Source: an optimization exercise on an open RTL-to-GDS flow (aim: small area). Production flows keep margins and buffers that such runs may drop. Function was checked by simulation only, so behaviour that the tests miss may differ from the original. No activity file was given, so power comes from the tool's default toggle rates.

Setup of oak:
## pe_dot_accum_4xpack
module pe_dot_accum_4xpack #(
    parameter int DOT_SIZE          = 8,
    parameter int MULT_OUTPUT_WIDTH = 9,
    parameter int MULT_LATENCY      = 3,
    parameter int ACCUM_WIDTH       = 12
) (
    input  logic                                                   clock,
    input  logic                                                   reset,
    input  logic                                                   i_valid,
    input  logic                                                   i_first,
    input  logic                                                   i_last,
    input  logic [1:0][1:0][DOT_SIZE-1:0][MULT_OUTPUT_WIDTH-1:0] i_mult_output,
    input  logic                                                   i_ready,
    output logic                                                   o_valid,
    output logic [1:0][1:0][ACCUM_WIDTH-1:0]                       o_result,
    output logic                                                   o_overflow
);
For scale: about 1,200 cells after synthesis, about 190 flip-flops, ~340 I/O pins, roughly 0.016 sq mm of cells after synthesis.
==> module pe_dot_accum_4xpack, before the edit <==
module pe_dot_accum_4xpack #(
    parameter int DOT_SIZE          = 8,
    parameter int MULT_OUTPUT_WIDTH = 9,
    parameter int MULT_LATENCY      = 3,
    parameter int ACCUM_WIDTH       = 12
) (
    input  logic                                                   clock,
    input  logic                                                   reset,
    input  logic                                                   i_valid,
    input  logic                                                   i_first,
    input  logic                                                   i_last,
    input  logic [1:0][1:0][DOT_SIZE-1:0][MULT_OUTPUT_WIDTH-1:0] i_mult_output,
    input  logic                                                   i_ready,
    output logic                                                   o_valid,
    output logic [1:0][1:0][ACCUM_WIDTH-1:0]                       o_result,
    output logic                                                   o_overflow
);
    logic [3:0] r_v, r_f, r_l;
    logic       r_ld, r_empty;
    always_ff @(posedge clock) begin
        r_f <= {r_f[2:0], i_first};
        r_l <= {r_l[2:0], i_last};
        if (reset) begin
            r_v  <= '0;
            r_ld <= 1'b0;
        end else begin
            r_v  <= {r_v[2:0], i_valid};
            r_ld <= r_v[3] & r_l[3];
        end
    end
    always_ff @(posedge clock) begin
        if (reset)
            r_empty <= 1'b1;
        else if (r_v[3])
            r_empty <= 1'b0;
    end
    logic w_start;
    assign w_start = r_f[3] | r_empty;
    logic [3:0][12:0] r_acc;
    logic [3:0][11:0] w_res;
    for (genvar n = 0; n < 4; n++) begin : g_lane
        logic [17:0] w_d, r_d;
        logic [12:0] w_sum;
        logic        w_clip;
        pe_dot_lane u_dot (.p(i_mult_output[n/2][n%2]), .d(w_d));
        always_ff @(posedge clock)
            r_d <= w_d;
        pe_acc_add u_add (.base(w_start ? 13'd0 : r_acc[n]), .d(r_d), .sum(w_sum));
        assign w_clip = r_acc[n][12] ^ r_acc[n][11];
        always_ff @(posedge clock)
            if (r_v[3] && (w_start || !w_clip))
                r_acc[n] <= w_sum;
        for (genvar i = 0; i < 11; i++) begin : g_clip
            assign w_res[n][i] = (r_acc[n][i] & r_acc[n][11]) | (r_acc[n][i] & ~r_acc[n][12]) |
                                 (r_acc[n][11] & ~r_acc[n][12]);
        end
        assign w_res[n][11] = r_acc[n][12];
    end
    always_ff @(posedge clock) begin
        if (!o_valid || i_ready)
            o_result <= w_res;
        if (reset) begin
            o_valid    <= 1'b0;
            o_overflow <= 1'b0;
        end else if (r_ld) begin
            if (o_valid && !i_ready)
                o_overflow <= 1'b1;
            else
                o_valid <= 1'b1;
        end else if (i_ready) begin
            o_valid <= 1'b0;
        end
    end
endmodule
Settings: LEC_CHECK=0, CAP_MARGIN=20, CORE_MARGIN=2, CORE_UTILIZATION=40, SLEW_MARGIN=20, SYNTH_HIERARCHICAL=1, SYNTH_MINIMUM_KEEP_SIZE=0; clock period 4.5 ns.
standard.sh (not shown) runs the stock make flow with config.mk's settings and CLKGATE_MAP_FILE= SYNTH_SCRIPT=/design/flow/synth_recipe.tcl, a recipe that flattens the netlist after the stock synthesis.
==> flow/flow/run.sh <==
#!/bin/bash
# Standard layout with our own port buffers (flow/pre_gpl.tcl) and a leaner clock tree.
set -euo pipefail
bash standard.sh DONT_BUFFER_PORTS=1 \
  PRE_GLOBAL_PLACE_TCL="$PWD/flow/pre_gpl.tcl" POST_GLOBAL_PLACE_TCL="$PWD/flow/post_gpl.tcl" \
  CTS_ARGS="-sink_clustering_enable -repair_clock_nets -root_buf sky130_fd_sc_hd__clkbuf_16 -sink_clustering_buffer sky130_fd_sc_hd__clkbuf_8 -buf_list sky130_fd_sc_hd__clkbuf_8 -dont_use_dummy_load" \
  finish > standard_flow.log 2>&1
==> flow/flow/post_gpl.tcl <==
unset_dont_touch [get_cells {input* output*}]
==> flow/flow/pre_gpl.tcl <==
# Port buffers before global placement: the smallest buffer, or a stronger one on inputs
# that fan out widely. They are marked dont_touch so that the timing-driven placement's
# remove_buffers keeps them, and released again after global placement (post_gpl.tcl).
remove_buffers
buffer_ports -inputs -outputs -buffer_cell sky130_fd_sc_hd__buf_1
foreach inst [get_cells input*] {
  set out [get_pins -of_objects $inst -filter "direction == output"]
  set loads [get_pins -of_objects [get_nets -of_objects $out] -filter "direction == input"]
  if {[llength $loads] >= 6} {
    replace_cell $inst sky130_fd_sc_hd__buf_4
  }
}
set_dont_touch [get_cells {input* output*}]
oak: no failed stages, no open violations at the end
#### Input delta (cedar over oak)
-- flow/design.v --
<<< oak, line 354
    end
    always_ff @(posedge clock) begin
        if (!o_valid || i_ready)
            o_result <= w_res;
        if (reset) begin
>>> cedar, line 354
    end
    always_ff @(posedge clock) begin
        if (reset)
            o_result <= '0;
        else if (r_ld && (!o_valid || i_ready))
            o_result <= w_res;
        if (reset) begin
- cedar against oak: number of sequential storage elements now sits at about the same level; core utilization now sits lower; setup slack now sits higher.
- Summary — power dissipated in the clock network, cedar relative to oak: higher, by about 1%.
- Compared with oak, cedar shows a higher number of well taps.
- A capturing instance or port of the critical path of g_lane[0].r_d[9] is what cedar shows, while r_acc[25] belongs to oak.
- Between oak and cedar, data arrival time of the critical path decreased.
- For synthesized cell count, dividing the value from cedar by the value from oak gives 1.10.
- Higher largest driver fanout on the critical path was reported by oak, not cedar.

[re-timing with driven ports]
How much do the figures lean on ideal ports? The routed layouts below were timed once more, with nothing changed but the port constraints.
Step 1, drivers: a clkbuf_16 drives clock and a buf_2 each remaining input, both assumed.
Step 2 times the ports against the registers' clock, not the clock port: input delays grow and output delays shrink by t, the midpoint of the rising clock arrivals with the driver on.
a / b / c = ideal ports / drivers / drivers and shift; a / b = the first two.
run | t (ns) | setup WS [ns] | clock arrival spread, ns | worst data-port slew with drivers (ns) | cell pins on the clock port's net
oak | 0.439 | 0.358 / 0.358 / 0.125 | 0.034 / 0.033 | 0.05 | 1
cedar | 0.418 | 0.565 / 0.589 / 0.171 | 0.041 / 0.042 | 0.06 | 1
After both steps every run listed still meets setup and hold. The setup slack of cedar, which loses most, moves by +0.024 ns with the drivers and by -0.394 ns with both steps.
